This is an optimization exercise on Yosys and OpenROAD, whose aim is small area, a short achievable clock period and few clock cycles, not a production implementation.
Where RTL was checked, it was by simulation tests only, not by an equivalence proof against the original.
For run 1, only the layout was checked, not whether the RTL still works.
The flow treats the clock pin as an ideal source, which a real chip does not have.
Power and IR drop assume default switching activity.

==> flow/design.v <==
`default_nettype none
package wgm_pkg;
    localparam int MAX_PATTERN = 64;
    localparam int LEN_W       = $clog2(MAX_PATTERN + 1);
    localparam logic [7:0] CH_STAR = 8'h2A;
    localparam logic [7:0] CH_ANY  = 8'h3F;
    typedef logic [LEN_W-1:0] len_t;
    typedef enum logic [1:0] {
        MODE_START   = 2'd0,
        MODE_PATTERN = 2'd1,
        MODE_TEXT    = 2'd2,
        MODE_END     = 2'd3
    } mode_t;
    typedef struct packed {
        mode_t      mode;
        logic [7:0] ch;
    } item_t;
    typedef struct packed {
        logic matched;
        logic error;
    } result_t;
endpackage
`default_nettype wire
`default_nettype none
module wgm_cell #(
    parameter bit FIRST = 1'b0     
) (
    input  wire        clk,
    input  wire        we,         
    input  wire  [7:0] ch,         
    input  wire        text_en,    
    input  wire        text_seen,  
    input  wire        prev_col,   
    input  wire        prev_step,  
    output logic       col,        
    output logic       step
);
    logic [7:0] char_reg;
    logic       hit_reg;
    logic       col_reg;
    logic       is_star;
    assign is_star = (char_reg == wgm_pkg::CH_STAR);
    assign step    = prev_col & hit_reg;
    if (FIRST)
    begin : g_first
        assign col = text_seen ? col_reg : is_star;
    end
    else
    begin : g_rest
        assign col = text_seen && col_reg;
    end
    always_ff @(posedge clk)
    begin
        if (we)
        begin
            char_reg <= ch;
        end
    end
    always_ff @(posedge clk)
    begin
        hit_reg <= (char_reg == ch) || (char_reg == wgm_pkg::CH_ANY);
    end
    always_ff @(posedge clk)
    begin
        if (text_en)
        begin
            col_reg <= is_star ? (prev_step | col) : step;
        end
    end
endmodule
`default_nettype wire
`default_nettype none
module wildcard_glob_matcher (
    input  wire               clk,
    input  wire               rst_n,
    input  wire               item_valid,
    output logic              item_ready,
    input  wire  [9:0]        item_in,
    output logic              result_valid,
    input  wire               result_ready,
    output logic [1:0]        result
);
    localparam int N  = wgm_pkg::MAX_PATTERN;
    localparam int NH = N / 8 + 1;
    wgm_pkg::item_t      item;
    assign item = wgm_pkg::item_t'(item_in);
    logic                ready_reg;
    logic                accept;
    assign item_ready = ready_reg;
    assign accept     = item_valid && ready_reg;
    logic                a_start;
    logic                a_pat;
    logic                a_text;
    logic                a_end;
    logic                a_star;
    logic [7:0]          a_ch;
    logic                a_we;
    logic [NH-1:0]       a_we_grp;
    always_ff @(posedge clk or negedge rst_n)
    begin
        if (!rst_n)
        begin
            a_start <= 1'b0;
            a_pat   <= 1'b0;
            a_text  <= 1'b0;
            a_end   <= 1'b0;
        end
        else
        begin
            a_start <= accept && (item.mode == wgm_pkg::MODE_START);
            a_pat   <= accept && (item.mode == wgm_pkg::MODE_PATTERN);
            a_text  <= accept && (item.mode == wgm_pkg::MODE_TEXT);
            a_end   <= accept && (item.mode == wgm_pkg::MODE_END);
        end
    end
    always_ff @(posedge clk)
    begin
        a_ch   <= item.ch;
        a_star <= (item.ch == wgm_pkg::CH_STAR);
    end
    logic [6:0]          pat_len_reg;
    logic [NH-1:0]       slot_hi;
    logic [7:0]          slot_lo;
    logic [NH-1:0]       slot_hi_reg;
    logic [7:0]          slot_lo_reg;
    logic                text_started_reg;
    logic                error_reg;
    logic                last_star_reg;
    logic                pat_blk_reg;
    logic                len63;            
    assign slot_hi = {slot_hi_reg[NH-1:1], !slot_hi_reg[0]};
    assign slot_lo = {slot_lo_reg[7:1], !slot_lo_reg[0]};
    logic                pat_take;     
    logic [6:0]          pat_len_next;
    logic [NH-1:0]       slot_hi_next;
    logic [7:0]          slot_lo_next;
    logic                text_started_next;
    logic                error_next;
    logic                last_star_next;
    logic                pat_blk_next;
    assign pat_take = a_pat && !pat_blk_reg;
    always_comb
    begin
        pat_len_next      = pat_len_reg;
        slot_hi_next      = slot_hi;
        slot_lo_next      = slot_lo;
        text_started_next = text_started_reg;
        error_next        = error_reg;
        last_star_next    = last_star_reg;
        if (a_start)
        begin
            pat_len_next      = '0;
            slot_hi_next      = NH'(1);
            slot_lo_next      = 8'd1;
            text_started_next = 1'b0;
            error_next        = 1'b0;
            last_star_next    = 1'b0;
        end
        else
        begin
            if (pat_take)
            begin
                pat_len_next    = pat_len_reg + 1'b1;
                last_star_next  = a_star;
            end
            if (a_we)
            begin
                slot_lo_next = {slot_lo[6:0], slot_lo[7]};
                if (slot_lo[7])
                begin
                    slot_hi_next = {slot_hi[NH-2:0], 1'b0};
                end
            end
            if (a_pat && pat_blk_reg)
            begin
                error_next = 1'b1;
            end
            if (a_text)
            begin
                text_started_next = 1'b1;
            end
        end
        pat_blk_next = !a_start && (pat_blk_reg || a_text || (pat_take && len63));
    end
    always_ff @(posedge clk or negedge rst_n)
    begin
        if (!rst_n)
        begin
            pat_len_reg      <= '0;
            slot_hi_reg      <= '0;
            slot_lo_reg      <= '0;
            text_started_reg <= 1'b0;
            error_reg        <= 1'b0;
            last_star_reg    <= 1'b0;
            pat_blk_reg      <= 1'b0;
            len63            <= 1'b0;
        end
        else
        begin
            len63            <= !a_start && (pat_take ? (pat_len_reg == 7'd62) : len63);
            pat_len_reg      <= pat_len_next;
            slot_hi_reg      <= {slot_hi_next[NH-1:1], !slot_hi_next[0]};
            slot_lo_reg      <= {slot_lo_next[7:1], !slot_lo_next[0]};
            text_started_reg <= text_started_next;
            error_reg        <= error_next;
            last_star_reg    <= last_star_next;
            pat_blk_reg      <= pat_blk_next;
        end
    end
    logic                take_we;
    assign take_we = item_valid && ready_reg && (item.mode == wgm_pkg::MODE_PATTERN)
                     && !pat_blk_next
                     && !((item.ch == wgm_pkg::CH_STAR) && last_star_next);
    always_ff @(posedge clk or negedge rst_n)
    begin
        if (!rst_n)
        begin
            a_we     <= 1'b0;
            a_we_grp <= '0;
        end
        else
        begin
            a_we     <= take_we;
            a_we_grp <= take_we ? slot_hi_next : '0;
        end
    end
    logic                c_text;
    logic                c_end;
    logic                c_text_seen;
    always_ff @(posedge clk or negedge rst_n)
    begin
        if (!rst_n)
        begin
            c_text      <= 1'b0;
            c_end       <= 1'b0;
            c_text_seen <= 1'b0;
        end
        else
        begin
            c_text      <= a_text;
            c_end       <= a_end;
            c_text_seen <= text_started_reg;
        end
    end
    logic [N:0]          col;
    logic [N:0]          step;
    logic [N-1:0]        we;
    assign col[0]  = !c_text_seen;
    assign step[0] = 1'b0;
    for (genvar i = 0; i < N; i++)
    begin : g_cell
        assign we[i] = a_we_grp[i / 8] && slot_lo[i % 8];
        wgm_cell #(
            .FIRST     (i == 0)
        ) u_cell (
            .clk       (clk),
            .we        (we[i]),
            .ch        (a_ch),
            .text_en   (c_text),
            .text_seen (c_text_seen),
            .prev_col  (col[i]),
            .prev_step (step[i]),
            .col       (col[i+1]),
            .step      (step[i+1])
        );
    end
    logic [NH-1:0]       grp_hit;
    logic [NH-1:0]       d_grp_reg;
    logic                d_err_reg;
    logic                d_end;
    for (genvar h = 0; h < NH; h++)
    begin : g_grp
        logic [7:0] part;
        for (genvar l = 0; l < 8; l++)
        begin : g_lo
            if (8 * h + l <= N)
            begin : g_on
                assign part[l] = col[8 * h + l] && slot_lo[l];
            end
            else
            begin : g_off
                assign part[l] = 1'b0;
            end
        end
        assign grp_hit[h] = slot_hi[h] && (|part);
    end
    always_ff @(posedge clk)
    begin
        d_grp_reg <= grp_hit;
        d_err_reg <= error_reg;
    end
    always_ff @(posedge clk or negedge rst_n)
    begin
        if (!rst_n)
        begin
            d_end <= 1'b0;
        end
        else
        begin
            d_end <= c_end;
        end
    end
    logic                out_v;
    logic                skid_v;
    logic                wr_ptr;
    logic                rd_ptr;
    logic [1:0]          mem_r [2];
    logic [1:0]          mem_next [2];
    logic [1:0]          out_r;
    logic [1:0]          new_r;
    logic                push;
    logic                pop;
    logic                rd_ptr_next;
    logic                out_v_next;
    logic                skid_v_next;
    assign new_r       = {|d_grp_reg, d_err_reg};
    assign push        = d_end;
    assign pop         = out_v && result_ready;
    assign rd_ptr_next = rd_ptr ^ pop;
    logic                in_end;
    logic                at_most_one;
    assign in_end      = accept && (item.mode == wgm_pkg::MODE_END);
    assign at_most_one = !((out_v_next && (c_end || a_end || in_end))
                           || (c_end && (a_end || in_end)) || (a_end && in_end));
    logic [1:0]          head_after_pop;
    logic [1:0]          head_kept;
    assign head_after_pop = skid_v ? mem_r[!rd_ptr] : new_r;
    assign head_kept      = out_v ? mem_r[rd_ptr] : new_r;
    always_comb
    begin
        mem_next[0] = mem_r[0];
        mem_next[1] = mem_r[1];
        if (push)
        begin
            mem_next[wr_ptr] = new_r;
        end
        out_v_next  = out_v;
        skid_v_next = skid_v;
        if (push && !pop)
        begin
            out_v_next  = 1'b1;
            skid_v_next = out_v;
        end
        else if (pop && !push)
        begin
            out_v_next  = skid_v;
            skid_v_next = 1'b0;
        end
    end
    always_ff @(posedge clk or negedge rst_n)
    begin
        if (!rst_n)
        begin
            out_v  <= 1'b0;
            skid_v <= 1'b0;
            wr_ptr <= 1'b0;
            rd_ptr <= 1'b0;
        end
        else
        begin
            out_v  <= out_v_next;
            skid_v <= skid_v_next;
            wr_ptr <= wr_ptr ^ push;
            rd_ptr <= rd_ptr_next;
        end
    end
    always_ff @(posedge clk)
    begin
        mem_r[0]  <= mem_next[0];
        mem_r[1]  <= mem_next[1];
        out_r     <= pop ? head_after_pop : head_kept;
        ready_reg <= !skid_v_next && at_most_one;
    end
    assign result_valid = out_v;
    assign result       = out_r;
endmodule
`default_nettype wire
==> flow/flow/run.sh <==
#!/bin/bash
# Standard layout; after clock tree synthesis the tree's root buffer is taken out so the clock
# port drives the tree's first level directly, each first-level buffer is split in two by where
# its loads sit, and timing is repaired (instead of in cts).
set -euo pipefail
export BUFFER_PORTS_ARGS="-buffer_cell sky130_fd_sc_hd__buf_4"
export SKIP_CTS_REPAIR_TIMING=1
export POST_CTS_TCL="$PWD/flow/post_cts.tcl"
bash standard.sh > standard_flow.log 2>&1
==> flow/flow/post_cts.tcl <==
# Runs after clock tree synthesis (cts's own timing repair is skipped).
# 2. Split each buffer the clock port drives in two (see below).
# 3. Repair timing as cts would have.
set block [ord::get_db_block]
set root [$block findInst clkbuf_0_clk]
if { $root != "NULL" } {
  set in_net [[$root findITerm A] getNet]
  set out_net [[$root findITerm X] getNet]
  set loads {}
  foreach it [$out_net getITerms] {
    if { [$it getInst] != $root } {
      lappend loads $it
    }
  }
  puts "root buffer drives [llength $loads] pins"
  if { [llength $loads] <= 2 && [llength [$out_net getBTerms]] == 0 } {
    foreach it $loads {
      $it disconnect
      $it connect $in_net
    }
    odb::dbInst_destroy $root
    odb::dbNet_destroy $out_net
    puts "root buffer removed"
  }
}

proc split_port_buffers { block } {
  set port_net [[$block findBTerm clk] getNet]
  set l1s {}
  foreach it [$port_net getITerms] { lappend l1s [$it getInst] }
  if { [llength $l1s] > 2 } { return }
  foreach b $l1s {
    set master [$b getMaster]
    set out_it ""
    foreach it [$b getITerms] { if { [$it isOutputSignal] } { set out_it $it } }
    if { $out_it == "" } { continue }
    set out_net [$out_it getNet]
    set loads {}
    set xs {}
    set ys {}
    foreach it [$out_net getITerms] {
      if { [$it getInst] == $b } { continue }
      set bb [[$it getInst] getBBox]
      set x [expr {([$bb xMin] + [$bb xMax]) / 2}]
      set y [expr {([$bb yMin] + [$bb yMax]) / 2}]
      lappend loads [list $it $x $y]
      lappend xs $x
      lappend ys $y
    }
    if { [llength $loads] < 4 } { continue }
    set xs [lsort -integer $xs]
    set ys [lsort -integer $ys]
    set axis [expr {([lindex $xs end] - [lindex $xs 0]) >= ([lindex $ys end] - [lindex $ys 0]) ? 1 : 2}]
    set loads [lsort -integer -index $axis $loads]
    set half [expr {[llength $loads] / 2}]
    set g1 [lrange $loads 0 [expr {$half - 1}]]
    set g2 [lrange $loads $half end]
    set name "[$b getName]_split"
    set nb [odb::dbInst_create $block $master $name]
    set nn [odb::dbNet_create $block "[$out_net getName]_split"]
    $nn setSigType CLOCK
    foreach it [$nb getITerms] {
      if { [$it isInputSignal] } { $it connect $port_net }
      if { [$it isOutputSignal] } { $it connect $nn }
    }
    foreach e $g2 { set it [lindex $e 0]; $it disconnect; $it connect $nn }
    foreach pair [list [list $b $g1] [list $nb $g2]] {
      lassign $pair inst grp
      set sx 0
      set sy 0
      foreach e $grp { set sx [expr {$sx + [lindex $e 1]}]; set sy [expr {$sy + [lindex $e 2]}] }
      set cx [expr {$sx / [llength $grp]}]
      set cy [expr {$sy / [llength $grp]}]
      $inst setLocation [expr {$cx - [$master getWidth] / 2}] [expr {$cy - [$master getHeight] / 2}]
      $inst setPlacementStatus PLACED
    }
    puts "split [$b getName]: [llength $g1] + [llength $g2] loads"
  }
}

split_port_buffers $block

estimate_parasitics -placement
report_clock_latency
repair_timing_helper
detailed_placement
check_placement -verbose
estimate_parasitics -placement
report_clock_latency
report_worst_slack -max
report_worst_slack -min
==> flow/standard.sh <==
#!/bin/bash
# synth_recipe.tcl (not shown) runs the flow's synth.tcl, then flattens the netlist and writes it again
# the make line also repeats each setting of config.mk as NAME=value (left out here)
make -C /OpenROAD-flow-scripts/flow DESIGN_CONFIG=/design/flow/config.mk WORK_HOME=/design/flow/orfs CLKGATE_MAP_FILE= SYNTH_SCRIPT=/design/flow/synth_recipe.tcl "${@:-finish}"
==> flow/config.mk <==
export PLATFORM = sky130hd
export DESIGN_NAME = wildcard_glob_matcher
export DESIGN_NICKNAME = wildcard_glob_matcher
export VERILOG_FILES = /design/flow/design.v
export SDC_FILE = /design/flow/constraint.sdc
export NUM_CORES = 4
export LEC_CHECK = 0
export CAP_MARGIN = 20
export CORE_MARGIN = 2
export CORE_UTILIZATION = 60
export CTS_BUF_LIST = sky130_fd_sc_hd__clkbuf_8 sky130_fd_sc_hd__clkbuf_16
export CTS_CLUSTER_DIAMETER = 100
export CTS_CLUSTER_SIZE = 30
export SETUP_SLACK_MARGIN = 1.7
export SLEW_MARGIN = 20
export TNS_END_PERCENT = 1
==> flow/constraint.sdc <==
create_clock -name core_clock -period 3.0 [get_ports {clk}]
set_input_delay 0.6000 -clock core_clock [delete_from_list [all_inputs] [get_ports {clk}]]
set_output_delay 0.6000 -clock core_clock [all_outputs]
set_load 0.01 [all_outputs]
==> results.cfg, run 1 <==
[run_status]
status = no timing/DRC/antenna violations

[die]
die_w_um = 231
die_y_um = 231
coreArea_um2 = 51200
ioPinCount = 18
num_rows = 83
start_util = 0.605
dieArea_um2 = 53400

[grt]
antenna_found_initial = 2
grt_use_total = 0.254
grt_pass1_vias = 18700
gr-total-overflow = 0
grt_max_degree = 83
grt_pass1_wl_mm = 105

[final_layout]
drive_gt1_frac = 0.0863
utilization = 0.657
largest_reg_flops = 512
antenna_cells = 0
area_delta_synth_final_pct = 8.73
final_cell_area_um2 = 33700
final_nets = 2328
fill_cells = 3702
fin_cells = 3010

[yosys]
syn_avg_cell_area_um2 = 13.7
synthCells = 2264
synth.area.top_cells = edfxtp_1 56%, xnor2_1 14%, dfxtp_1 5.6%
synth.distinct_cells = 45
synth_top_area_share = 0.563
synth-main-ff-cell = edfxtp_1
synth_seq_cells = 716
synth-seq-area-share = 0.659
postSynthNetCount = 2282
ys_warn_count = 5
yosysMostFrequentCell = edfxtp_1
synth-edff-count = 580
synth.largest_area_cell = edfxtp_1
synth_area_um2 = 31000
async_flop_share = 0.0698
synth_top_cells_by_count = 580 x edfxtp_1, 498 x xnor2_1, 190 x nand4_1

[sta]
fmax_ghz = 0.555
fin_ws_ns = 1.20
worstMarginPinSlew_ns = 0.729
whs_ns = 0.256
min_period_ns = 1.80
skew_ns = 0.0161
timing.setup.tns_ns = 0
maxSlewViolCount = 0
setup_violations = 0
slew-limit-headroom = 0.513
period_share = 0.601
hold_viol_final = 0
rsz0062_at_grt = yes

[setup_path]
path_max_fanout = 9
path_depth = 5
rr_worst_depth = 4
cp.arrival_ns = 2.04
crit_buf_inv = 1
critPathSlowestCell = o311ai_4
rr_startpoint = g_cell[0].u_cell.char_reg[7]
slowest_delay_ns = 0.61
r2r_end = g_cell[2].u_cell.col_reg
start_kind = primary input
reg2reg_slack_ns = 1.29
critPathKind = in2reg
worstSetupEndpointType = flip-flop
worst_ep_required_time_ns = 3.24
cpLargestDelayFamily = simple AND/OR/NAND/NOR gates
worstPathCellList = buf_4 > nor4bb_1 > nand2_1 > o311ai_4 > nor3_1

[placed_design]
hpwl_mm = 41.9
port_buffers = 17
postPlaceCellArea_um2 = 32300
place_inst = 2933
place_ws_ns = 1.01
place_congestion = 0.819

[pwr]
p_leak_nw = 10.1
total_power_mw = 17.4
peakVddDrop_uv = 477
power.density_nw_per_um2 = 516

[routing]
drt_first_pass_iters = 5
drc = 0
routed_wl_mm = 68.6
ant_nets = 0
drt_iter0_drc = 1447
avgViaCountPerCell = 6.17
vias = 18600
wl_per_cell_um = 22.8

[clock_network]
insertion_delay_ns = 0.38
cts_tree = yes
clkTransAtPathRegs_ns = 0.11
cts_sinks = 716

[run]
cap_violations = 0

[hold_path]
holdCritPathClass = in2async
logic make-up (layout without fill, tap and decap cells):
group / after synthesis / count (layout) / synth area share
adders and majority gates: 4 / 4 / 0.00162
AOI/OAI and AO/OA: 312 / 312 / 0.0610
DFF: 716 / 716 / 0.659
xor gates and xnor gates: 518 / 518 / 0.147
and+or+nand+nor: 598 / 598 / 0.111
muxes: 21 / 21 / 0.00691
buffers and inverters: 95 / 161 / 0.0139
cells in the final DEF, fill, tap and decap left out, types with 10 or more instances in the layout:
cell type and n:
nand4_1 190, nor2b_1 10, o21ai_1 10, nand2_1 22, dfrtp_1 45, a21oi_1 127, o21ai_0 58, nor3_1 73
nor4_2 18, buf_12 21, a22oi_1 17, a211oi_1 59, xnor2_1 498, clkbuf_16 28, dfxtp_1 78, and2_1 54
nor2_1 35, inv_1 30, edfxtp_1 580, mux2i_1 17, nor4_4 11, nand3_1 68, or3_1 56, nor4_1 38
xor2_1 20, buf_4 76
power breakdown:
| group | switching (mW) | internal [mW] | leakage [nW] |
|---|---|---|---|
| clock network | 2.74 | 1.74 | 0.461 |
| logic | 1.04 | 0.629 | 3.00 |
| registers | 0.308 | 10.9 | 6.61 |
how the worst max path moves through the flow:
stage                                            start                       endpoint
final                                       item_in[0]                    a_we_grp[7]
after global routing                        item_in[0]                    a_we_grp[7]
after detailed placement                   c_text_seen      g_cell[14].u_cell.col_reg
after global placement                  slot_lo_reg[5]  g_cell[61].u_cell.char_reg[1]
after floorplan           g_cell[0].u_cell.char_reg[7]       g_cell[2].u_cell.col_reg
metal layers:
| metal | global-route usage | routed length (µm) |
|---|---|---|
| met1 | 0.353 | 30100 |
| met5 | 0 | 0 |
| met3 | 0.0261 | 3380 |
| met2 | 0.431 | 33200 |
| met4 | 0.0694 | 1860 |
final cells by class, clock buffers not listed:
| class | count | area [µm²] | share of cell area |
|---|---|---|---|
| tap | 680 | 851 | 0.0253 |
| timing repair buffer | 101 | 1050 | 0.0312 |
| clock inverter | 22 | 83.8 | 0.00249 |
| multi-input combinational | 1453 | 10500 | 0.312 |
| inverter | 10 | 45.0 | 0.00134 |
| buffer | 2 | 50.0 | 0.00149 |
| sequential | 716 | 20400 | 0.607 |
==> run 2, diff against run 1 <==
--- a/flow/design.v
+++ b/flow/design.v
@@ -197,7 +197,7 @@
         end
         else
         begin
-            len63            <= !a_start && (pat_take ? (pat_len_reg == 7'd62) : len63);
+            len63            <= (pat_len_next == 7'd63);
             pat_len_reg      <= pat_len_next;
             slot_hi_reg      <= {slot_hi_next[NH-1:1], !slot_hi_next[0]};
             slot_lo_reg      <= {slot_lo_next[7:1], !slot_lo_next[0]};
--- a/flow/config.mk
+++ b/flow/config.mk
@@ -7,10 +7,11 @@
 export LEC_CHECK = 0
 export CAP_MARGIN = 20
 export CORE_MARGIN = 2
-export CORE_UTILIZATION = 60
+export CORE_UTILIZATION = 70
 export CTS_BUF_LIST = sky130_fd_sc_hd__clkbuf_8 sky130_fd_sc_hd__clkbuf_16
 export CTS_CLUSTER_DIAMETER = 100
 export CTS_CLUSTER_SIZE = 30
-export SETUP_SLACK_MARGIN = 1.7
+export PLACE_DENSITY = 0.8
+export SETUP_SLACK_MARGIN = 1.6
 export SLEW_MARGIN = 20
-export TNS_END_PERCENT = 1
+export TNS_END_PERCENT = 3
==> results.cfg, run 2 <==
[yosys]
postSynthNetCount = 2287
ys_warn_count = 5
yosysMostFrequentCell = edfxtp_1
syn_avg_cell_area_um2 = 13.6
synth_area_um2 = 31000
synth_top_cells_by_count = 580 x edfxtp_1, 506 x xnor2_1, 189 x nand4_1
synth-edff-count = 580
synth.distinct_cells = 47
synth.area.top_cells = edfxtp_1 56%, xnor2_1 14%, dfxtp_1 5.6%
synth_seq_cells = 716
async_flop_share = 0.0698
synth-main-ff-cell = edfxtp_1
synth-seq-area-share = 0.658
synth.largest_area_cell = edfxtp_1
synthCells = 2270
synth_top_area_share = 0.562

[die]
ioPinCount = 18
dieArea_um2 = 45900
start_util = 0.705
die_w_um = 214
die_y_um = 214
num_rows = 77
coreArea_um2 = 43900

[placed_design]
postPlaceCellArea_um2 = 32100
place_congestion = 0.847
port_buffers = 17
hpwl_mm = 41.8

[setup_path]
worst_ep_required_time_ns = 3.19
path_max_fanout = 3
slowest_delay_ns = 0.44
cp.arrival_ns = 1.89
worstSetupEndpointType = flip-flop
crit_path_start = g_cell[36].u_cell.char_reg[2]
critPathSlowestCell = edfxtp_1
start_kind = flip-flop
critPathKind = reg2reg
rr_startpoint = g_cell[36].u_cell.char_reg[2]
worstPathCellList = or3_4 > nor4_4 > a21oi_2 > a211oi_2

[hold_path]
holdCritPathClass = in2async

[sta]
fmax_ghz = 0.588
maxSlewViolCount = 0
hold_viol_final = 0
setup_violations = 0
rsz0062_at_grt = yes
skew_ns = 0.0224
slew-limit-headroom = 0.488
min_period_ns = 1.70
period_share = 0.567
timing.setup.tns_ns = 0
worstMarginPinSlew_ns = 0.768

[grt]
gr-total-overflow = 0
grt_pass1_wl_mm = 113
antenna_found_initial = 3
grt_use_total = 0.316
grt_max_degree = 59
grt_pass1_vias = 20500

[final_layout]
final_common_cell = edfxtp_1
largest_reg_flops = 512
final_cell_area_um2 = 35200
area_delta_synth_final_pct = 13.8
final_nets = 2441
antenna_cells = 0
final_cell_mix = 580 x edfxtp_1, 506 x xnor2_1, 189 x nand4_1
drive_gt1_frac = 0.162

[routing]
drt_iter0_drc = 2080
wl_per_cell_um = 24.5
drc = 0
vias = 20100
avgViaCountPerCell = 6.61
ant_nets = 0
routed_wl_mm = 74.2
drt_first_pass_iters = 5

[run_status]
status = no timing/DRC/antenna violations

[clock_network]
cts_sinks = 716
clkTransAtPathRegs_ns = 0.11
insertion_delay_ns = 0.39
cts_tree = yes

[pwr]
peakVddDrop_uv = 434
power.density_nw_per_um2 = 459
p_leak_nw = 10.7

[run]
cap_violations = 0
## run 2: cell families after synthesis
kind of cell	synth area share
muxes	0.00695
buffers and inverters	0.0136
xor gates and xnor gates	0.146
DFF	0.658
and+or+nand+nor	0.112
adders and majority gates	0.00121
AOI/OAI and AO/OA	0.0619
## run 2: power breakdown
group	leakage (nW)	internal (mW)	switching (mW)	total [mW]
Clock	0.470	1.83	2.75	4.59
Sequential	6.45	10.7	0.0252	10.7
Combinational	3.83	0.358	0.504	0.862
Total	10.7	12.9	3.28	16.2
## run 2: worst paths after layout
kind / end / slack (ns) / depth (start not counted)
setup / recovery: g_cell[36].u_cell.col_reg / 1.30 / 4
hold / removal: rd_ptr / 0.22 / 1
setup reg to reg: g_cell[36].u_cell.col_reg / 1.30 / 4
hold reg to reg: c_text_seen / 0.39 / 0
max in group asynchronous: slot_lo_reg[5] / 2.30 / 1
min in group core_clock: a_ch[3] / 0.33 / 1
## run 2: cell type report, clock buffers not listed
class                   count  area, µm²
clock inverters            22        114
inverters                  10       45.0
repair buffers            209       1950
plain buffers               2       50.0
fillers                  2378       8700
flip-flops and latches    716      20400
repair inverters            1       6.26
well taps                 592        741
multi-input cells        1458      11200
## run 2: metrics by stage
stage               setup WS [ns]  utilization  total power [mW]  std cells  hold slack, ns
finish                       1.30        0.802              16.2       3036           0.220
global route                 1.27        0.802              16.6       3036           0.262
detailed placement          0.986        0.730              11.7       2840           0.363
global placement             1.02        0.730              11.7       2840           0.368
floorplan                    1.43            -              11.5       2270           0.304
## run 2: metal layers
metal	GRT usage	vias to the layer above	part of all wire
met2	0.531	922	0.50
met4	0.134	4	0.046
met1	0.414	10000	0.38
met3	0.0488	224	0.076
met5	0	-	0.00042
li1	-	8888	-
## run 2: critical path: cells and delay by family, from the launching register on
family,cells,cell delay (ns)
and+or+nand+nor,2,0.72
AOI/OAI and AO/OA,2,0.36
DFF,1,0.44
Testbench counts of run 2, summed over its fixed seeds: cycles 56,359.
==> run 3, diff against run 2 <==
--- a/flow/config.mk
+++ b/flow/config.mk
@@ -7,7 +7,7 @@
 export LEC_CHECK = 0
 export CAP_MARGIN = 20
 export CORE_MARGIN = 2
-export CORE_UTILIZATION = 70
+export CORE_UTILIZATION = 60
 export CTS_BUF_LIST = sky130_fd_sc_hd__clkbuf_8 sky130_fd_sc_hd__clkbuf_16
 export CTS_CLUSTER_DIAMETER = 100
 export CTS_CLUSTER_SIZE = 30
==> results.cfg, run 3 <==
[sta]
timing.setup.tns_ns = 0
fmax_ghz = 0.606
worstMarginPinSlew_ns = 0.741
slew-limit-headroom = 0.505
hold_viol_final = 0
period_share = 0.550
setup_violations = 0
skew_ns = 0.0196
maxSlewViolCount = 0
rsz0062_at_grt = yes
min_period_ns = 1.65

[grt]
grt_use_total = 0.257
grt_pass1_vias = 19600
gr-total-overflow = 0
antenna_found_initial = 0
use_met3 = 0.0294
grt_pass1_wl_mm = 107
top_usage_layer = met2
use_met1 = 0.336
grt_max_degree = 86
use_met2 = 0.446

[final_layout]
multiInputGateArea_um2 = 10900
regArea_um2 = 20400
final_common_cell = edfxtp_1
antenna_cells = 0
utilization = 0.685
area_delta_synth_final_pct = 13.3
largest_reg_flops = 512
drive_gt1_frac = 0.139
fill_cells = 3210
final_cell_mix = 580 x edfxtp_1, 506 x xnor2_1, 189 x nand4_1
final_nets = 2407

[pwr]
total_power_mw = 16.3
power.density_nw_per_um2 = 463
peakVddDrop_uv = 575
p_leak_nw = 10.6

[routing]
routed_wl_mm = 76.0
avgViaCountPerCell = 6.44
drt_iter0_drc = 1882
wl_per_cell_um = 24.6
drc = 0
ant_nets = 0
drt_first_pass_iters = 6
vias = 19900

[setup_path]
critPathKind = reg2reg
path_depth = 4
crit_path_start = pat_blk_reg
crit_buf_inv = 0
path_max_fanout = 5
crit_end = len63
reg2reg_slack_ns = 1.35
r2r_end = len63
start_kind = flip-flop
cp.arrival_ns = 1.93
cpLargestDelayFamily = simple AND/OR/NAND/NOR gates
rr_startpoint = pat_blk_reg
slowest_delay_ns = 0.49
critPathSlowestCell = or3_2
worst_ep_required_time_ns = 3.28
rr_worst_depth = 4
worstSetupEndpointType = flip-flop
worstPathCellList = nand4b_4 > or3_2 > a21oi_2 > and4b_1

[yosys]
synth.area.top_cells = edfxtp_1 56%, xnor2_1 14%, dfxtp_1 5.6%
synth-xor-area-share = 0.146
yosys.area_share.simple = 0.112
synth-edff-count = 580
synth_top_area_share = 0.562
synthMuxAreaShare = 0.00695
synth.largest_area_cell = edfxtp_1
synth_seq_cells = 716
yosysMostFrequentCell = edfxtp_1
ys_warn_count = 5
synth.distinct_cells = 47
async_flop_share = 0.0698
yosys.area_share.adder = 0.00121
synthCells = 2270
synth-compound-area-share = 0.0619
syn_avg_cell_area_um2 = 13.6
synth_top_cells_by_count = 580 x edfxtp_1, 506 x xnor2_1, 189 x nand4_1
synth_top_family_by_area = XOR/XNOR gates
synth-seq-area-share = 0.658
postSynthNetCount = 2287
synth-main-ff-cell = edfxtp_1
synth_area_um2 = 31000

[placed_design]
hpwl_mm = 40.6
place_congestion = 0.852
port_buffers = 17

[die]
dieArea_um2 = 53400
die_w_um = 231
num_rows = 83
ioPinCount = 18
die_y_um = 231
coreArea_um2 = 51200
start_util = 0.605

[clock_network]
cts_tree = yes
cts_sinks = 716
clkTransAtPathRegs_ns = 0.11
insertion_delay_ns = 0.38

[run_status]
status = no timing/DRC/antenna violations

[hold_path]
holdCritPathClass = in2async

[run]
cap_violations = 0
==> run 3: cell counts after synthesis <==
Identical to the previous run, type by type.
==> run 3: worst register-to-register path, cell delays in order (launching register included) <==
cell and delay [ns]:
dfrtp_2 0.47, nand4b_4 0.22, or3_2 0.49, a21oi_2 0.16, and4b_1 0.21
==> run 3: per-stage QoR <==
step           area [µm²]  hold slack, ns  instances  worst slack [ns]
2_1_floorplan       31300           0.304       2270              1.43
3_3_place_gp        32100           0.364       2923             0.997
3_5_place_dp        32200           0.368       2923             0.984
5_1_grt             35100           0.282       3090              1.31
6_report            35100           0.233       3090              1.35
==> run 3: worst min path at each step <==
stage | startpoint | endpoint | slack [ns] | depth (start not counted)
3_5_place_dp | text_started_reg | c_text_seen | 0.37 | 0
6_report | rst_n | rd_ptr | 0.23 | 1
3_3_place_gp | text_started_reg | c_text_seen | 0.36 | 0
5_1_grt | rst_n | rd_ptr | 0.28 | 1
2_1_floorplan | rst_n | a_end | 0.30 | 0
==> run 3: area by class of cell, clock buffers not listed <==
type,instances,area share
multi-input cells,1458,0.312
plain buffers,2,0.00143
well taps,680,0.0243
flip-flops and latches,716,0.583
repair buffers,176,0.0567
clock inverters,21,0.00225
inverters,10,0.00107
==> run 3: cells by family (layout without fill, tap and decap cells) <==
| logic type | Yosys count | count (layout) |
|---|---|---|
| compound gates | 318 | 318 |
| xor+xnor | 515 | 515 |
| fa+ha+maj | 3 | 3 |
| buf+inv | 96 | 236 |
| flops | 716 | 716 |
| mux | 21 | 21 |
| simple gates | 601 | 601 |
==> run 3: where the power goes <==
group	total (mW)	switching, mW	internal [mW]
registers	10.7	0.0259	10.7
logic	0.963	0.550	0.413
clock network	4.56	2.76	1.80
==> run 3: metal layers <==
metal / vias to the layer above / wire length [µm]
met2: 929 / 37300
met1: 9916 / 29200
met3: 215 / 6270
met5: - / 0
met4: 0 / 3220
li1: 8827 / -
==> run 4, diff against run 3 <==
--- a/flow/flow/run.sh
+++ b/flow/flow/run.sh
@@ -5,5 +5,6 @@
 set -euo pipefail
 export BUFFER_PORTS_ARGS="-buffer_cell sky130_fd_sc_hd__buf_4"
 export SKIP_CTS_REPAIR_TIMING=1
+export SKIP_INCREMENTAL_REPAIR=1
 export POST_CTS_TCL="$PWD/flow/post_cts.tcl"
 bash standard.sh > standard_flow.log 2>&1
--- a/flow/config.mk
+++ b/flow/config.mk
@@ -11,7 +11,6 @@
 export CTS_BUF_LIST = sky130_fd_sc_hd__clkbuf_8 sky130_fd_sc_hd__clkbuf_16
 export CTS_CLUSTER_DIAMETER = 100
 export CTS_CLUSTER_SIZE = 30
-export PLACE_DENSITY = 0.8
 export SETUP_SLACK_MARGIN = 1.6
 export SLEW_MARGIN = 20
 export TNS_END_PERCENT = 3
==> results.cfg, run 4 <==
[setup_path]
worstSetupEndpointType = flip-flop
crit_path_start = g_cell[10].u_cell.char_reg[0]
crit_end = g_cell[10].u_cell.col_reg
worst_ep_required_time_ns = 3.21
reg2reg_slack_ns = 1.36
critPathKind = reg2reg
r2r_end = g_cell[10].u_cell.col_reg
rr_worst_depth = 4
cp.arrival_ns = 1.85
rr_startpoint = g_cell[10].u_cell.char_reg[0]
path_max_fanout = 3
start_kind = flip-flop

[final_layout]
fill_cells = 3683
final_nets = 2316
largest_reg_flops = 512
area_delta_synth_final_pct = 8.66
regArea_um2 = 20400
final_cell_mix = 580 x edfxtp_1, 506 x xnor2_1, 189 x nand4_1
utilization = 0.657
antenna_cells = 0
drive_gt1_frac = 0.0875
final_common_cell = edfxtp_1
fin_cells = 3001
final_cell_area_um2 = 33600
multiInputGateArea_um2 = 10500

[sta]
whs_ns = 0.226
min_period_ns = 1.64
skew_ns = 0.0429
fmax_ghz = 0.609
timing.setup.tns_ns = 0
worstMarginPinSlew_ns = 0.722
setup_violations = 0
slew-limit-headroom = 0.519
maxSlewViolCount = 0
fin_ws_ns = 1.36
hold_viol_final = 0
period_share = 0.547

[yosys]
synth.largest_area_cell = edfxtp_1
synth_area_um2 = 31000
synth_top_area_share = 0.562
postSynthNetCount = 2287
ys_warn_count = 5
synth-main-ff-cell = edfxtp_1
synthCells = 2270
synth.distinct_cells = 47
synth_seq_cells = 716
syn_avg_cell_area_um2 = 13.6
synth-seq-area-share = 0.658
synth-edff-count = 580
yosysMostFrequentCell = edfxtp_1
async_flop_share = 0.0698
synth.area.top_cells = edfxtp_1 56%, xnor2_1 14%, dfxtp_1 5.6%
synth_top_cells_by_count = 580 x edfxtp_1, 506 x xnor2_1, 189 x nand4_1

[grt]
grt_max_degree = 96
use_met3 = 0.0208
use_met1 = 0.364
grt_pass1_vias = 18500
grt_use_total = 0.256
antenna_found_initial = 1
gr-total-overflow = 0
grt_pass1_wl_mm = 105
use_met2 = 0.438
top_usage_layer = met2

[die]
coreArea_um2 = 51200
num_rows = 83
start_util = 0.605
die_w_um = 231
die_y_um = 231
ioPinCount = 18
dieArea_um2 = 53400

[pwr]
peakVddDrop_uv = 497
p_leak_nw = 9.95
total_power_mw = 16.2
power.density_nw_per_um2 = 483

[placed_design]
postPlaceCellArea_um2 = 32200
place_inst = 2926
hpwl_mm = 40.2
port_buffers = 17
place_congestion = 0.793
place_ws_ns = 0.975

[hold_path]
holdCritPathClass = in2async

[routing]
drc = 0
avgViaCountPerCell = 6.17
wl_per_cell_um = 22.6
drt_iter0_drc = 1351
ant_nets = 0
vias = 18500
drt_first_pass_iters = 5
routed_wl_mm = 67.8

[clock_network]
cts_tree = yes
clkTransAtPathRegs_ns = 0.11
insertion_delay_ns = 0.39
cts_sinks = 716

[run_status]
status = no timing/DRC/antenna violations

[run]
cap_violations = 0
==> run 4: worst min-delay path by stage <==
stage	endpoint	cells after the start
floorplan	a_end	0
global placement	d_err_reg	0
detailed placement	d_err_reg	0
global route	rd_ptr	1
finish	rd_ptr	1
==> run 4: critical path, cell delays in order, from the launching register on <==
cell      delay [ns]
edfxtp_1        0.43
or3_1           0.38
nor4_1          0.38
a21oi_1         0.08
a211oi_1        0.22
==> run 4: final cells by class, clock buffers not listed <==
class                           instances  share of cell area
Clock inverter                         23             0.00346
Buffer                                  2             0.00149
Timing Repair Buffer                   84              0.0284
Sequential cell                       716               0.608
Tap cell                              680              0.0253
Inverter                               10             0.00112
Multi-Input combinational cell       1458               0.312
==> run 4: power by group <==
group	switching, mW	leakage (nW)	internal (mW)
registers	0.0520	6.45	10.7
clock network	2.83	0.495	1.89
logic	0.445	3.01	0.320
==> run 4: metal layers <==
metal / vias to the layer above / routed length (µm) / part of all wire
met5: - / 0 / 0
met4: 0 / 1030 / 0.015
met3: 65 / 3050 / 0.045
met2: 411 / 33500 / 0.49
met1: 9372 / 30300 / 0.45
li1: 8656 / - / -
==> run 4: cell families (layout without fill, tap and decap cells) <==
kind of cell,after synthesis,after routing,synth area share
AOI/OAI and AO/OA,318,318,0.0619
xor gates and xnor gates,515,515,0.146
adders and majority gates,3,3,0.00121
buffers and inverters,96,147,0.0136
DFF,716,716,0.658
muxes,21,21,0.00695
and+or+nand+nor,601,601,0.112
==> run 5, diff against run 4 <==
--- a/flow/flow/run.sh
+++ b/flow/flow/run.sh
@@ -5,6 +5,5 @@
 set -euo pipefail
 export BUFFER_PORTS_ARGS="-buffer_cell sky130_fd_sc_hd__buf_4"
 export SKIP_CTS_REPAIR_TIMING=1
-export SKIP_INCREMENTAL_REPAIR=1
 export POST_CTS_TCL="$PWD/flow/post_cts.tcl"
 bash standard.sh > standard_flow.log 2>&1
--- a/flow/config.mk
+++ b/flow/config.mk
@@ -10,7 +10,7 @@
 export CORE_UTILIZATION = 60
 export CTS_BUF_LIST = sky130_fd_sc_hd__clkbuf_8 sky130_fd_sc_hd__clkbuf_16
 export CTS_CLUSTER_DIAMETER = 100
-export CTS_CLUSTER_SIZE = 30
+export CTS_CLUSTER_SIZE = 24
 export SETUP_SLACK_MARGIN = 1.6
 export SLEW_MARGIN = 20
 export TNS_END_PERCENT = 3
==> results.cfg, run 5 <==
[yosys]
synth_top_cells_by_count = 580 x edfxtp_1, 506 x xnor2_1, 189 x nand4_1
async_flop_share = 0.0698
synth.largest_area_cell = edfxtp_1
synth-main-ff-cell = edfxtp_1
synth.area.top_cells = edfxtp_1 56%, xnor2_1 14%, dfxtp_1 5.6%
postSynthNetCount = 2287
synth-edff-count = 580
synthCells = 2270
syn_avg_cell_area_um2 = 13.6
synth.distinct_cells = 47
synth_area_um2 = 31000
yosysMostFrequentCell = edfxtp_1
synth-seq-area-share = 0.658
ys_warn_count = 5
synth_seq_cells = 716
synth_top_area_share = 0.562

[setup_path]
slowest_delay_ns = 0.71
crit_path_start = a_we_grp[2]
cpLargestDelayFamily = flip-flops
start_kind = flip-flop
crit_end = g_cell[16].u_cell.char_reg[7]
reg2reg_slack_ns = 1.34
cp.arrival_ns = 1.83
critPathSlowestCell = dfrtp_1
rr_worst_depth = 1
path_depth = 1
path_max_fanout = 8
worst_ep_required_time_ns = 3.17
r2r_end = g_cell[16].u_cell.char_reg[7]
rr_startpoint = a_we_grp[2]
worstSetupEndpointType = flip-flop
worstPathCellList = nor2b_1
crit_buf_inv = 0
critPathKind = reg2reg

[clock_network]
insertion_delay_ns = 0.53
cts_sinks = 716
cts_tree = yes
clkTransAtPathRegs_ns = 0.09

[grt]
grt_use_total = 0.250
grt_max_degree = 96
antenna_found_initial = 2
grt_pass1_vias = 18500
gr-total-overflow = 0
grt_pass1_wl_mm = 103

[hold_path]
holdCritPathClass = in2async

[final_layout]
final_common_cell = edfxtp_1
final_cell_mix = 580 x edfxtp_1, 506 x xnor2_1, 189 x nand4_1
drive_gt1_frac = 0.133
area_delta_synth_final_pct = 13.5
final_cell_area_um2 = 35100
antenna_cells = 0
final_nets = 2413
largest_reg_flops = 512
fill_cells = 3553

[run_status]
status = no timing/DRC/antenna violations

[die]
start_util = 0.605
die_w_um = 231
dieArea_um2 = 53400
die_y_um = 231
coreArea_um2 = 51200
num_rows = 83
ioPinCount = 18

[pwr]
p_leak_nw = 10.7
power.density_nw_per_um2 = 486
peakVddDrop_uv = 599

[sta]
timing.setup.tns_ns = 0
fmax_ghz = 0.601
rsz0062_at_grt = yes
maxSlewViolCount = 0
min_period_ns = 1.66
slew-limit-headroom = 0.490
skew_ns = 0.0278
worstMarginPinSlew_ns = 0.764
setup_violations = 0
period_share = 0.555
hold_viol_final = 0

[placed_design]
port_buffers = 17
hpwl_mm = 40.2
place_congestion = 0.793
postPlaceCellArea_um2 = 32200

[routing]
drt_iter0_drc = 1658
routed_wl_mm = 76.0
avgViaCountPerCell = 6.26
vias = 19400
wl_per_cell_um = 24.5
drc = 0
drt_first_pass_iters = 5
ant_nets = 0

[run]
cap_violations = 0
[run 5: worst min-delay path by stage]
| stage | depth (start not counted) | slack (ns) | end |
|---|---|---|---|
| finish | 1 | 0.08 | rd_ptr |
| global route | 1 | 0.13 | rd_ptr |
| detailed placement | 0 | 0.37 | d_err_reg |
| global placement | 0 | 0.37 | d_err_reg |
| floorplan | 0 | 0.30 | a_end |
[run 5: cell type report, clock buffers not listed]
type / count / area (µm²) / share of cell area
Timing Repair Buffer: 174 / 2030 / 0.0578
Buffer: 1 / 25.0 / 0.000712
Tap cell: 680 / 851 / 0.0242
Clock inverter: 25 / 120 / 0.00342
Sequential cell: 716 / 20400 / 0.582
Multi-Input combinational cell: 1458 / 10700 / 0.305
Inverter: 10 / 37.5 / 0.00107
[run 5: logic make-up (layout without fill, tap and decap cells)]
family,count (synthesis),after routing,share of synthesized area
AO/OA/AOI/OAI,318,318,0.0619
XOR/XNOR,515,515,0.146
adder cells (fa/ha/maj),3,3,0.00121
buffers and inverters,96,247,0.0136
flip-flops,716,716,0.658
multiplexers,21,21,0.00695
AND/OR/NAND/NOR,601,601,0.112
[run 5: metal layers]
metal	vias up	global-route usage	wire [µm]
li1	8839	-	-
met1	9860	0.356	32500
met2	596	0.423	37200
met3	108	0.0252	4730
met4	0	0.0494	1550
met5	-	0	0
[run 5: power by group]
part	switching [mW]	internal (mW)	leakage [nW]
Sequential	0.0312	10.7	6.45
Clock	2.95	2.40	0.610
Combinational	0.553	0.436	3.65
Total	3.54	13.5	10.7
[run 5: per-stage QoR]
stage	power [mW]	setup slack, ns	utilization	hold WS (ns)	cells
6_report	17.1	1.34	0.686	0.0799	3101
5_1_grt	17.6	1.23	0.686	0.129	3101
3_5_place_dp	11.7	0.975	0.628	0.368	2926
3_3_place_gp	11.7	0.979	0.628	0.366	2926
2_1_floorplan	11.5	1.43	-	0.304	2270
==> run 6, diff against run 5 <==
--- a/flow/flow/run.sh
+++ b/flow/flow/run.sh
@@ -5,5 +5,6 @@
 set -euo pipefail
 export BUFFER_PORTS_ARGS="-buffer_cell sky130_fd_sc_hd__buf_4"
 export SKIP_CTS_REPAIR_TIMING=1
+export SKIP_INCREMENTAL_REPAIR=1
 export POST_CTS_TCL="$PWD/flow/post_cts.tcl"
 bash standard.sh > standard_flow.log 2>&1
--- a/flow/config.mk
+++ b/flow/config.mk
@@ -10,7 +10,7 @@
 export CORE_UTILIZATION = 60
 export CTS_BUF_LIST = sky130_fd_sc_hd__clkbuf_8 sky130_fd_sc_hd__clkbuf_16
 export CTS_CLUSTER_DIAMETER = 100
-export CTS_CLUSTER_SIZE = 24
-export SETUP_SLACK_MARGIN = 1.6
+export CTS_CLUSTER_SIZE = 30
+export SETUP_SLACK_MARGIN = 1.8
 export SLEW_MARGIN = 20
 export TNS_END_PERCENT = 3
==> results.cfg, run 6 <==
[setup_path]
start_kind = flip-flop
slowest_delay_ns = 0.44
critPathSlowestCell = edfxtp_1
critPathKind = reg2reg
worstPathCellList = or3_1 > nor4_2 > a21oi_1 > a211oi_1
cp.arrival_ns = 1.88
worstSetupEndpointType = flip-flop
crit_buf_inv = 0
path_max_fanout = 3
worst_ep_required_time_ns = 3.17
cpLargestDelayFamily = simple AND/OR/NAND/NOR gates

[final_layout]
final_common_cell = edfxtp_1
fill_cells = 3568
final_cell_mix = 580 x edfxtp_1, 384 x xnor2_1, 189 x nand4_1
utilization = 0.684
area_delta_synth_final_pct = 13.0
drive_gt1_frac = 0.157
antenna_cells = 0
largest_reg_flops = 512
final_nets = 2341

[die]
die_y_um = 231
start_util = 0.605
ioPinCount = 18
num_rows = 83
die_w_um = 231
coreArea_um2 = 51200
dieArea_um2 = 53400

[yosys]
synth-compound-area-share = 0.0619
synth-edff-count = 580
synth_top_area_share = 0.562
synth.largest_area_cell = edfxtp_1
yosys.area_share.simple = 0.112
async_flop_share = 0.0698
synth-seq-area-share = 0.658
yosysMostFrequentCell = edfxtp_1
synth_top_family_by_area = XOR/XNOR gates
synthMuxAreaShare = 0.00695
synth-xor-area-share = 0.146
synth-main-ff-cell = edfxtp_1
postSynthNetCount = 2287
yosys.area_share.adder = 0.00121
syn_avg_cell_area_um2 = 13.6
synth_top_cells_by_count = 580 x edfxtp_1, 506 x xnor2_1, 189 x nand4_1
synth.area.top_cells = edfxtp_1 56%, xnor2_1 14%, dfxtp_1 5.6%
synthCells = 2270
synth.distinct_cells = 47
synth_seq_cells = 716
synth_area_um2 = 31000
ys_warn_count = 5

[routing]
ant_nets = 0
avgViaCountPerCell = 6.21
drt_first_pass_iters = 5
drc = 0
drt_iter0_drc = 1566
routed_wl_mm = 69.9
vias = 18800
wl_per_cell_um = 23.1

[pwr]
p_leak_nw = 10.8
power.density_nw_per_um2 = 466
peakVddDrop_uv = 392

[grt]
antenna_found_initial = 1
grt_pass1_wl_mm = 108
grt_use_total = 0.265
grt_max_degree = 73
gr-total-overflow = 0
grt_pass1_vias = 18900

[sta]
fin_ws_ns = 1.29
min_period_ns = 1.71
fmax_ghz = 0.586
setup_violations = 0
maxSlewViolCount = 0
period_share = 0.569
timing.setup.tns_ns = 0
hold_viol_final = 0
worstMarginPinSlew_ns = 0.644
skew_ns = 0.0290
slew-limit-headroom = 0.571

[placed_design]
place_ws_ns = 0.925
hpwl_mm = 40.7
port_buffers = 17
place_congestion = 0.808

[clock_network]
clkTransAtPathRegs_ns = 0.11
cts_sinks = 716
insertion_delay_ns = 0.40
cts_tree = yes

[run_status]
status = no timing/DRC/antenna violations

[hold_path]
holdCritPathClass = in2async

[run]
cap_violations = 0
==> run 6: per-layer routing <==
layer | track usage | routed length, µm | vias to the layer above
li1 | - | - | 8721
met1 | 0.377 | 30800 | 9486
met2 | 0.434 | 33500 | 480
met3 | 0.0351 | 3570 | 109
met4 | 0.0738 | 1960 | 0
met5 | 0 | 0 | -
==> run 6: logic make-up (layout without fill, tap and decap cells) <==
group / after synthesis / count (layout)
XOR/XNOR: 515 / 515
adder cells (fa/ha/maj): 3 / 3
AND/OR/NAND/NOR: 601 / 601
flip-flops: 716 / 716
multiplexers: 21 / 21
AO/OA/AOI/OAI: 318 / 318
buffers and inverters: 96 / 171
==> run 6: cell type report, clock buffers not listed <==
cell class / instances / area, µm² / share of cell area
plain buffers: 2 / 50.0 / 0.00143
clock inverters: 22 / 109 / 0.00311
inverters: 10 / 40.0 / 0.00114
multi-input cells: 1458 / 11600 / 0.330
flip-flops and latches: 716 / 20400 / 0.584
well taps: 680 / 851 / 0.0243
repair buffers: 109 / 1250 / 0.0358
==> run 6: through the flow <==
step                      power [mW]  std cells  hold WS, ns  area, µm²
after detailed placement        11.8       2928        0.363      33100
after global placement          11.8       2928        0.364      33100
after global routing            16.8       3025        0.276      35000
final                           16.3       3025        0.234      35000
after floorplan                 11.7       2270        0.304      32700
==> run 6: power breakdown <==
group	internal [mW]	switching, mW	leakage (nW)
combinational	0.381	0.497	3.87
sequential	10.7	0.0376	6.45
clock	1.88	2.81	0.482
total	13.0	3.34	10.8
==> run 6: path summary, 6_finish.rpt <==
| path | cells past startpoint | from | endpoint | slack, ns |
|---|---|---|---|---|
| min in group core_clock | 1 | item_in[3] | a_ch[3] | 0.32 |
| min | 1 | rst_n | rd_ptr | 0.23 |
| max in group asynchronous | 1 | rst_n | slot_lo_reg[0] | 2.29 |
| max reg2reg | 4 | g_cell[10].u_cell.char_reg[0] | g_cell[10].u_cell.col_reg | 1.29 |
| min reg2reg | 0 | error_reg | d_err_reg | 0.38 |
| max | 4 | g_cell[10].u_cell.char_reg[0] | g_cell[10].u_cell.col_reg | 1.29 |
==> run 7, diff against run 6 <==
--- a/flow/config.mk
+++ b/flow/config.mk
@@ -11,6 +11,6 @@
 export CTS_BUF_LIST = sky130_fd_sc_hd__clkbuf_8 sky130_fd_sc_hd__clkbuf_16
 export CTS_CLUSTER_DIAMETER = 100
 export CTS_CLUSTER_SIZE = 30
-export SETUP_SLACK_MARGIN = 1.8
+export SETUP_SLACK_MARGIN = 1.7
 export SLEW_MARGIN = 20
-export TNS_END_PERCENT = 3
+export TNS_END_PERCENT = 10
==> results.cfg, run 7 <==
[final_layout]
final_common_cell = edfxtp_1
largest_reg_flops = 512
final_cell_mix = 580 x edfxtp_1, 335 x xnor2_1, 189 x nand4_1
fill_cells = 3297
drive_gt1_frac = 0.210
area_delta_synth_final_pct = 18.6
utilization = 0.717
final_nets = 2412

[routing]
avgViaCountPerCell = 6.36
drt_iter0_drc = 1946
vias = 19700
drc = 0
routed_wl_mm = 79.9
drt_first_pass_iters = 5
wl_per_cell_um = 25.8
ant_nets = 0

[yosys]
synth_top_family_by_area = XOR/XNOR gates
synthCells = 2270
synth-edff-count = 580
syn_avg_cell_area_um2 = 13.6
synth.area.top_cells = edfxtp_1 56%, xnor2_1 14%, dfxtp_1 5.6%
synth-compound-area-share = 0.0619
synth.largest_area_cell = edfxtp_1
synthMuxAreaShare = 0.00695
synth-xor-area-share = 0.146
ys_warn_count = 5
synth-seq-area-share = 0.658
synth_top_cells_by_count = 580 x edfxtp_1, 506 x xnor2_1, 189 x nand4_1
synth-main-ff-cell = edfxtp_1
synth.distinct_cells = 47
yosysMostFrequentCell = edfxtp_1
synth_area_um2 = 31000
synth_seq_cells = 716
synth_top_area_share = 0.562
yosys.area_share.simple = 0.112
postSynthNetCount = 2287
yosys.area_share.adder = 0.00121
async_flop_share = 0.0698

[pwr]
switchingPower_mw = 3.53
power_frac_seq = 0.641
total_power_mw = 16.7
peakVddDrop_uv = 563
power.density_nw_per_um2 = 455
netSwitchingFraction = 0.211
clkPwrFrac = 0.285
combPwrFrac = 0.074
p_leak_nw = 11.8
p_int_mw = 13.2

[sta]
setup_violations = 0
skew_ns = 0.0372
hold_viol_final = 0
fmax_ghz = 0.615
min_period_ns = 1.63
timing.setup.tns_ns = 0
worstMarginPinSlew_ns = 0.732
period_share = 0.542
maxSlewViolCount = 0
slew-limit-headroom = 0.512
whs_ns = 0.264
fin_ws_ns = 1.37

[die]
ioPinCount = 18
start_util = 0.605
coreArea_um2 = 51200
die_w_um = 231
die_y_um = 231
dieArea_um2 = 53400
num_rows = 83

[grt]
grt_max_degree = 56
grt_pass1_vias = 19900
grt_use_total = 0.304
antenna_found_initial = 3
gr-total-overflow = 0
grt_pass1_wl_mm = 120

[clock_network]
clkTransAtPathRegs_ns = 0.11
cts_tree = yes
insertion_delay_ns = 0.39
cts_sinks = 716

[setup_path]
path_max_fanout = 3
critPathKind = reg2reg
start_kind = flip-flop
cp.arrival_ns = 1.85
r2r_end = g_cell[29].u_cell.col_reg
rr_startpoint = g_cell[29].u_cell.char_reg[0]
worstSetupEndpointType = flip-flop
worst_ep_required_time_ns = 3.22
rr_worst_depth = 4
reg2reg_slack_ns = 1.37

[placed_design]
place_congestion = 0.806
hpwl_mm = 44.9
place_ws_ns = 0.900
port_buffers = 17

[run_status]
status = no timing/DRC/antenna violations

[run]
cap_violations = 0

[hold_path]
holdCritPathClass = in2async
-- run 7: cell counts after synthesis --
Identical to the previous run, type by type.
-- run 7: power groups by stage --
| stage | clock, mW | combinational [mW] | sequential [mW] |
|---|---|---|---|
| finish | 4.76 | 1.24 | 10.7 |
| global route | 5.18 | 1.30 | 10.7 |
| global placement | 0 | 0.842 | 11.0 |
| floorplan | 0 | 0.718 | 11.0 |
| detailed placement | 0 | 0.863 | 11.0 |
-- run 7: metrics by stage --
stage | instances | area [µm²]
2_1_floorplan | 2270 | 33100
3_3_place_gp | 2950 | 33600
3_5_place_dp | 2950 | 33600
5_1_grt | 3097 | 36700
6_report | 3099 | 36700
-- run 7: how the worst max path moves through the flow --
stage | slack (ns) | to | startpoint
floorplan | 1.44 | len63 | pat_len_reg[0]
global placement | 0.82 | a_we_grp[7] | item_in[0]
detailed placement | 0.90 | a_we_grp[4] | item_in[0]
global route | 1.14 | g_cell[52].u_cell.col_reg | g_cell[52].u_cell.char_reg[2]
finish | 1.37 | g_cell[29].u_cell.col_reg | g_cell[29].u_cell.char_reg[0]
-- run 7: logic make-up after synthesis --
family | count (synthesis)
compound gates | 318
xor+xnor | 515
fa+ha+maj | 3
buf+inv | 96
flops | 716
mux | 21
simple gates | 601
-- run 7: cell type report, clock buffers not listed --
cell class | count | area [µm²] | area share
multi-input combinational | 1458 | 12000 | 0.326
buffer | 2 | 50.0 | 0.00136
timing repair buffer | 180 | 2570 | 0.0699
inverter | 10 | 40.0 | 0.00109
antenna | 2 | 5.00 | 0.000136
sequential | 716 | 20400 | 0.557
clock inverter | 23 | 109 | 0.00296
tap | 680 | 851 | 0.0232
-- run 7: routing by layer --
metal / part of all wire / vias to the layer above / track usage
met3: 0.078 / 151 / 0.0512
met1: 0.41 / 9914 / 0.414
met4: 0.034 / 0 / 0.0960
li1: - / 8893 / -
met5: 0 / - / 0
met2: 0.48 / 757 / 0.503
-- run 7: worst max-delay path: stages (launching register included) --
cell and delay [ns]:
edfxtp_1 0.45, or3_1 0.43, nor4_2 0.29, a21oi_1 0.08
a211oi_1 0.21
==> run 8, diff against run 7 <==
--- a/flow/config.mk
+++ b/flow/config.mk
@@ -11,6 +11,7 @@
 export CTS_BUF_LIST = sky130_fd_sc_hd__clkbuf_8 sky130_fd_sc_hd__clkbuf_16
 export CTS_CLUSTER_DIAMETER = 100
 export CTS_CLUSTER_SIZE = 30
-export SETUP_SLACK_MARGIN = 1.7
+export GPL_TIMING_DRIVEN = 0
+export SETUP_SLACK_MARGIN = 1.6
 export SLEW_MARGIN = 20
-export TNS_END_PERCENT = 10
+export TNS_END_PERCENT = 3
==> results.cfg, run 8 <==
[yosys]
syn_avg_cell_area_um2 = 13.6
synth_area_um2 = 31000
synth.largest_area_cell = edfxtp_1
synthCells = 2270
synth-edff-count = 580
synth-seq-area-share = 0.658
synth-main-ff-cell = edfxtp_1
ys_warn_count = 5
synth.distinct_cells = 47
yosysMostFrequentCell = edfxtp_1
synth_top_cells_by_count = 580 x edfxtp_1, 506 x xnor2_1, 189 x nand4_1
synth_seq_cells = 716
async_flop_share = 0.0698
synth_top_area_share = 0.562
synth.area.top_cells = edfxtp_1 56%, xnor2_1 14%, dfxtp_1 5.6%
postSynthNetCount = 2287

[setup_path]
worst_ep_required_time_ns = 3.04
rr_worst_depth = 3
path_max_fanout = 10
critPathKind = reg2reg
r2r_end = g_cell[58].u_cell.char_reg[2]
worstSetupEndpointType = flip-flop
cp.arrival_ns = 1.74
start_kind = flip-flop
reg2reg_slack_ns = 1.30
rr_startpoint = slot_lo_reg[2]

[routing]
wl_per_cell_um = 29.5
vias = 20200
drc = 0
drt_iter0_drc = 2417
avgViaCountPerCell = 6.59
drt_first_pass_iters = 5
routed_wl_mm = 90.5
ant_nets = 0

[final_layout]
final_nets = 2379
final_cell_area_um2 = 34500
area_delta_synth_final_pct = 11.3
fin_cells = 3065
final_common_cell = edfxtp_1
utilization = 0.673
largest_reg_flops = 512
final_cell_mix = 580 x edfxtp_1, 506 x xnor2_1, 189 x nand4_1
fill_cells = 3589
drive_gt1_frac = 0.123

[die]
num_rows = 83
dieArea_um2 = 53400
start_util = 0.605
coreArea_um2 = 51200
ioPinCount = 18
die_y_um = 231
die_w_um = 231

[sta]
min_period_ns = 1.70
fmax_ghz = 0.588
worstMarginPinSlew_ns = 0.683
slew-limit-headroom = 0.543
skew_ns = 0.0331
whs_ns = 0.236
maxSlewViolCount = 0
hold_viol_final = 0
period_share = 0.567
setup_violations = 0

[clock_network]
insertion_delay_ns = 0.40
cts_tree = yes
cts_sinks = 716
clkTransAtPathRegs_ns = 0.11

[grt]
grt_pass1_wl_mm = 131
antenna_found_initial = 4
grt_pass1_vias = 19900
grt_max_degree = 51
grt_use_total = 0.342
gr-total-overflow = 0

[pwr]
peakVddDrop_uv = 493
power.density_nw_per_um2 = 481
total_power_mw = 16.6
p_leak_nw = 10.4

[placed_design]
place_inst = 2966
port_buffers = 16
place_congestion = 0.834
hpwl_mm = 50.2
postPlaceCellArea_um2 = 32300

[run]
cap_violations = 0

[hold_path]
holdCritPathClass = in2async

[run_status]
status = no timing/DRC/antenna violations
## run 8: changes by cell type in the layout (fill, tap and decap cells not counted), moves of 9 or more
cell,previous run,this run
bufbuf_16,19,0
nor4_2,42,31
xnor2_2,170,0
and2_1,40,25
buf_12,32,15
and2_2,17,28
xnor2_1,335,506
o21ai_0,7,68
buf_4,102,64
buf_6,10,26
o21ai_1,60,0
nor4_4,6,15
clkbuf_8,0,11
buf_16,14,3
## run 8: per-stage QoR
stage	TNS, ns	worst slack (ns)
after floorplan	0	1.43
after global placement	-1.64	-0.0414
after detailed placement	0	0.0295
after global routing	0	1.21
final	0	1.30
## run 8: worst max-delay path by stage
stage                                   from                             to  cells after the start
3_5_place_dp                  slot_lo_reg[7]  g_cell[39].u_cell.char_reg[3]                      3
5_1_grt        g_cell[45].u_cell.char_reg[0]      g_cell[45].u_cell.col_reg                      4
6_report                      slot_lo_reg[2]  g_cell[58].u_cell.char_reg[2]                      3
3_3_place_gp                  slot_lo_reg[1]  g_cell[25].u_cell.char_reg[3]                      3
2_1_floorplan                     item_in[4]                    a_we_grp[1]                      4
## run 8: layer usage
layer | vias to the layer above | global-route usage | part of all wire
li1 | 8775 | - | -
met1 | 10200 | 0.458 | 0.39
met2 | 978 | 0.569 | 0.48
met3 | 212 | 0.0445 | 0.080
met4 | 0 | 0.140 | 0.047
met5 | - | 0 | 0
## run 8: critical path, stage by stage, from the launching register on
cell and delay, ns:
dfrtp_1 0.35, clkbuf_4 0.31, clkbuf_8 0.32, and2_1 0.38
## run 8: logic make-up after synthesis
group,share of synthesized area
flops,0.658
simple gates,0.112
xor+xnor,0.146
compound gates,0.0619
buf+inv,0.0136
mux,0.00695
fa+ha+maj,0.00121
## run 8: area by class of cell, clock buffers not listed
type,count,area [µm²],area share
antenna,1,2.50,0.0000726
inverter,10,37.5,0.00109
timing repair buffer,61,706,0.0205
clock inverter,22,105,0.00305
sequential,716,20400,0.593
buffer,88,912,0.0265
tap,680,851,0.0247
multi-input combinational,1458,10700,0.311
## run 8: power by group
part,switching (mW),total (mW),internal [mW]
clock network,2.92,4.83,1.91
registers,0.0197,10.7,10.7
logic,0.661,1.03,0.370
==> run 9, diff against run 8 <==
--- a/flow/flow/run.sh
+++ b/flow/flow/run.sh
@@ -5,6 +5,5 @@
 set -euo pipefail
 export BUFFER_PORTS_ARGS="-buffer_cell sky130_fd_sc_hd__buf_4"
 export SKIP_CTS_REPAIR_TIMING=1
-export SKIP_INCREMENTAL_REPAIR=1
 export POST_CTS_TCL="$PWD/flow/post_cts.tcl"
 bash standard.sh > standard_flow.log 2>&1
==> results.cfg, run 9 <==
[final_layout]
final_common_cell = edfxtp_1
final_cell_mix = 580 x edfxtp_1, 506 x xnor2_1, 189 x nand4_1
largest_reg_flops = 512
final_cell_area_um2 = 35200
final_nets = 2415
regArea_um2 = 20400
fin_cells = 3101
drive_gt1_frac = 0.155
fill_cells = 3489
multiInputGateArea_um2 = 11100
utilization = 0.687
area_delta_synth_final_pct = 13.5

[sta]
min_period_ns = 1.69
maxSlewViolCount = 0
fmax_ghz = 0.592
fin_ws_ns = 1.31
rsz0062_at_grt = yes
skew_ns = 0.0332
timing.setup.tns_ns = 0
whs_ns = 0.234
period_share = 0.563
worstMarginPinSlew_ns = 0.708
hold_viol_final = 0
setup_violations = 0
slew-limit-headroom = 0.527

[routing]
routed_wl_mm = 91.5
drc = 0
vias = 20400
ant_nets = 0
drt_iter0_drc = 2411
drt_first_pass_iters = 6
avgViaCountPerCell = 6.59
wl_per_cell_um = 29.5

[setup_path]
worst_ep_required_time_ns = 3.04
cp.arrival_ns = 1.73
worstSetupEndpointType = flip-flop
start_kind = flip-flop
critPathKind = reg2reg
r2r_end = g_cell[58].u_cell.char_reg[1]
rr_worst_depth = 3
rr_startpoint = slot_lo_reg[2]
path_max_fanout = 10
reg2reg_slack_ns = 1.31

[placed_design]
place_congestion = 0.834
place_ws_ns = 0.0295
postPlaceCellArea_um2 = 32300
hpwl_mm = 50.2
place_inst = 2966
port_buffers = 16

[grt]
grt_use_total = 0.342
gr-total-overflow = 0
grt_pass1_vias = 19900
antenna_found_initial = 4
grt_pass1_wl_mm = 131
grt_max_degree = 51

[yosys]
yosys.area_share.simple = 0.112
synth_top_family_by_area = XOR/XNOR gates
synth.area.top_cells = edfxtp_1 56%, xnor2_1 14%, dfxtp_1 5.6%
synth-xor-area-share = 0.146
postSynthNetCount = 2287
synth_area_um2 = 31000
synth-main-ff-cell = edfxtp_1
synth-seq-area-share = 0.658
synthCells = 2270
synth.distinct_cells = 47
synth.largest_area_cell = edfxtp_1
yosysMostFrequentCell = edfxtp_1
ys_warn_count = 5
synth_top_cells_by_count = 580 x edfxtp_1, 506 x xnor2_1, 189 x nand4_1
synth-edff-count = 580
synthMuxAreaShare = 0.00695
synth-compound-area-share = 0.0619
async_flop_share = 0.0698
synth_seq_cells = 716
yosys.area_share.adder = 0.00121
syn_avg_cell_area_um2 = 13.6
synth_top_area_share = 0.562

[pwr]
peakVddDrop_uv = 487
combPwrFrac = 0.062
p_leak_nw = 10.6
power_frac_seq = 0.646
switchingPower_mw = 3.60
p_int_mw = 13.0
netSwitchingFraction = 0.217
total_power_mw = 16.6
clkPwrFrac = 0.291
power.density_nw_per_um2 = 472

[clock_network]
cts_tree = yes
cts_sinks = 716
insertion_delay_ns = 0.40
clkTransAtPathRegs_ns = 0.11

[die]
ioPinCount = 18
die_w_um = 231
start_util = 0.605
die_y_um = 231
num_rows = 83
dieArea_um2 = 53400
coreArea_um2 = 51200

[run_status]
status = no timing/DRC/antenna violations

[run]
cap_violations = 0

[hold_path]
holdCritPathClass = in2async
[run 9: cell counts after synthesis]
No cell type changed its count.
[run 9: how the worst max path moves through the flow]
stage                                   from                       endpoint  slack, ns
2_1_floorplan                     item_in[4]                    a_we_grp[1]       1.43
3_3_place_gp                  slot_lo_reg[1]  g_cell[25].u_cell.char_reg[3]      -0.04
3_5_place_dp                  slot_lo_reg[7]  g_cell[39].u_cell.char_reg[3]       0.03
5_1_grt        g_cell[60].u_cell.char_reg[2]      g_cell[60].u_cell.col_reg       1.32
6_report                      slot_lo_reg[2]  g_cell[58].u_cell.char_reg[1]       1.31
[run 9: power by group through the flow]
stage               sequential, mW  clock [mW]  combinational [mW]
global placement              11.1           0               0.734
floorplan                     11.0           0               0.520
global route                  10.7        5.18                1.07
detailed placement            11.1           0               0.752
finish                        10.7        4.83                1.03
[run 9: critical path: stages, from the launching register on]
cell and delay [ns]:
dfrtp_1 0.34, clkbuf_4 0.31, clkbuf_8 0.32, and2_1 0.38
[run 9: kinds of logic (layout without fill, tap and decap cells)]
family                   after synthesis  in the layout
flip-flops                           716            716
AND/OR/NAND/NOR                      601            601
XOR/XNOR                             515            515
AO/OA/AOI/OAI                        318            318
buffers and inverters                 96            246
multiplexers                          21             21
adder cells (fa/ha/maj)                3              3
other                                  0              1
[run 9: layer usage]
layer	vias to the layer above	track usage	wire [µm]
li1	8856	-	-
met1	10300	0.458	35400
met2	1048	0.569	43900
met3	232	0.0445	7700
met4	0	0.140	4550
met5	-	0	0
[run 9: layout make-up, clock buffers not listed]
cell class | count | share of cell area
flip-flops and latches | 716 | 0.581
multi-input cells | 1458 | 0.316
repair buffers | 97 | 0.0278
plain buffers | 88 | 0.0262
well taps | 680 | 0.0242
clock inverters | 22 | 0.00299
inverters | 10 | 0.00107
diodes | 1 | 0.0000712

[re-timing with driven ports]
The results above use ideal ports. As a check the final layouts listed here were re-extracted and re-timed, cells and wires unchanged. Step 1 sets driving cells, clkbuf_16 on the clock port and buf_2 on the other inputs (assumed; they add their load-dependent delay and slew). Step 2 times the ports against the registers' clock, not the clock port: input delays grow and output delays shrink by t, the midpoint of the rising clock arrivals with the driver on. Three values: ideal ports, drivers, drivers and shift; two values: the first two.
| run | t, ns | slack for setup (ns) |
|---|---|---|
| run 1 | 0.495 | 1.197 / 1.254 / 0.805 |
| run 2 | 0.495 | 1.300 / 1.300 / 1.052 |
| run 3 | 0.496 | 1.350 / 1.263 / 1.044 |
| run 4 | 0.502 | 1.358 / 1.332 / 1.127 |
| run 5 | 0.598 | 1.335 / 1.259 / 0.925 |
| run 6 | 0.499 | 1.292 / 1.292 / 1.063 |
| run 7 | 0.504 | 1.373 / 1.328 / 1.109 |
| run 8 | 0.508 | 1.299 / 1.299 / 0.999 |
| run 9 | 0.511 | 1.310 / 1.310 / 1.099 |
After both steps every run listed still meets setup and hold.
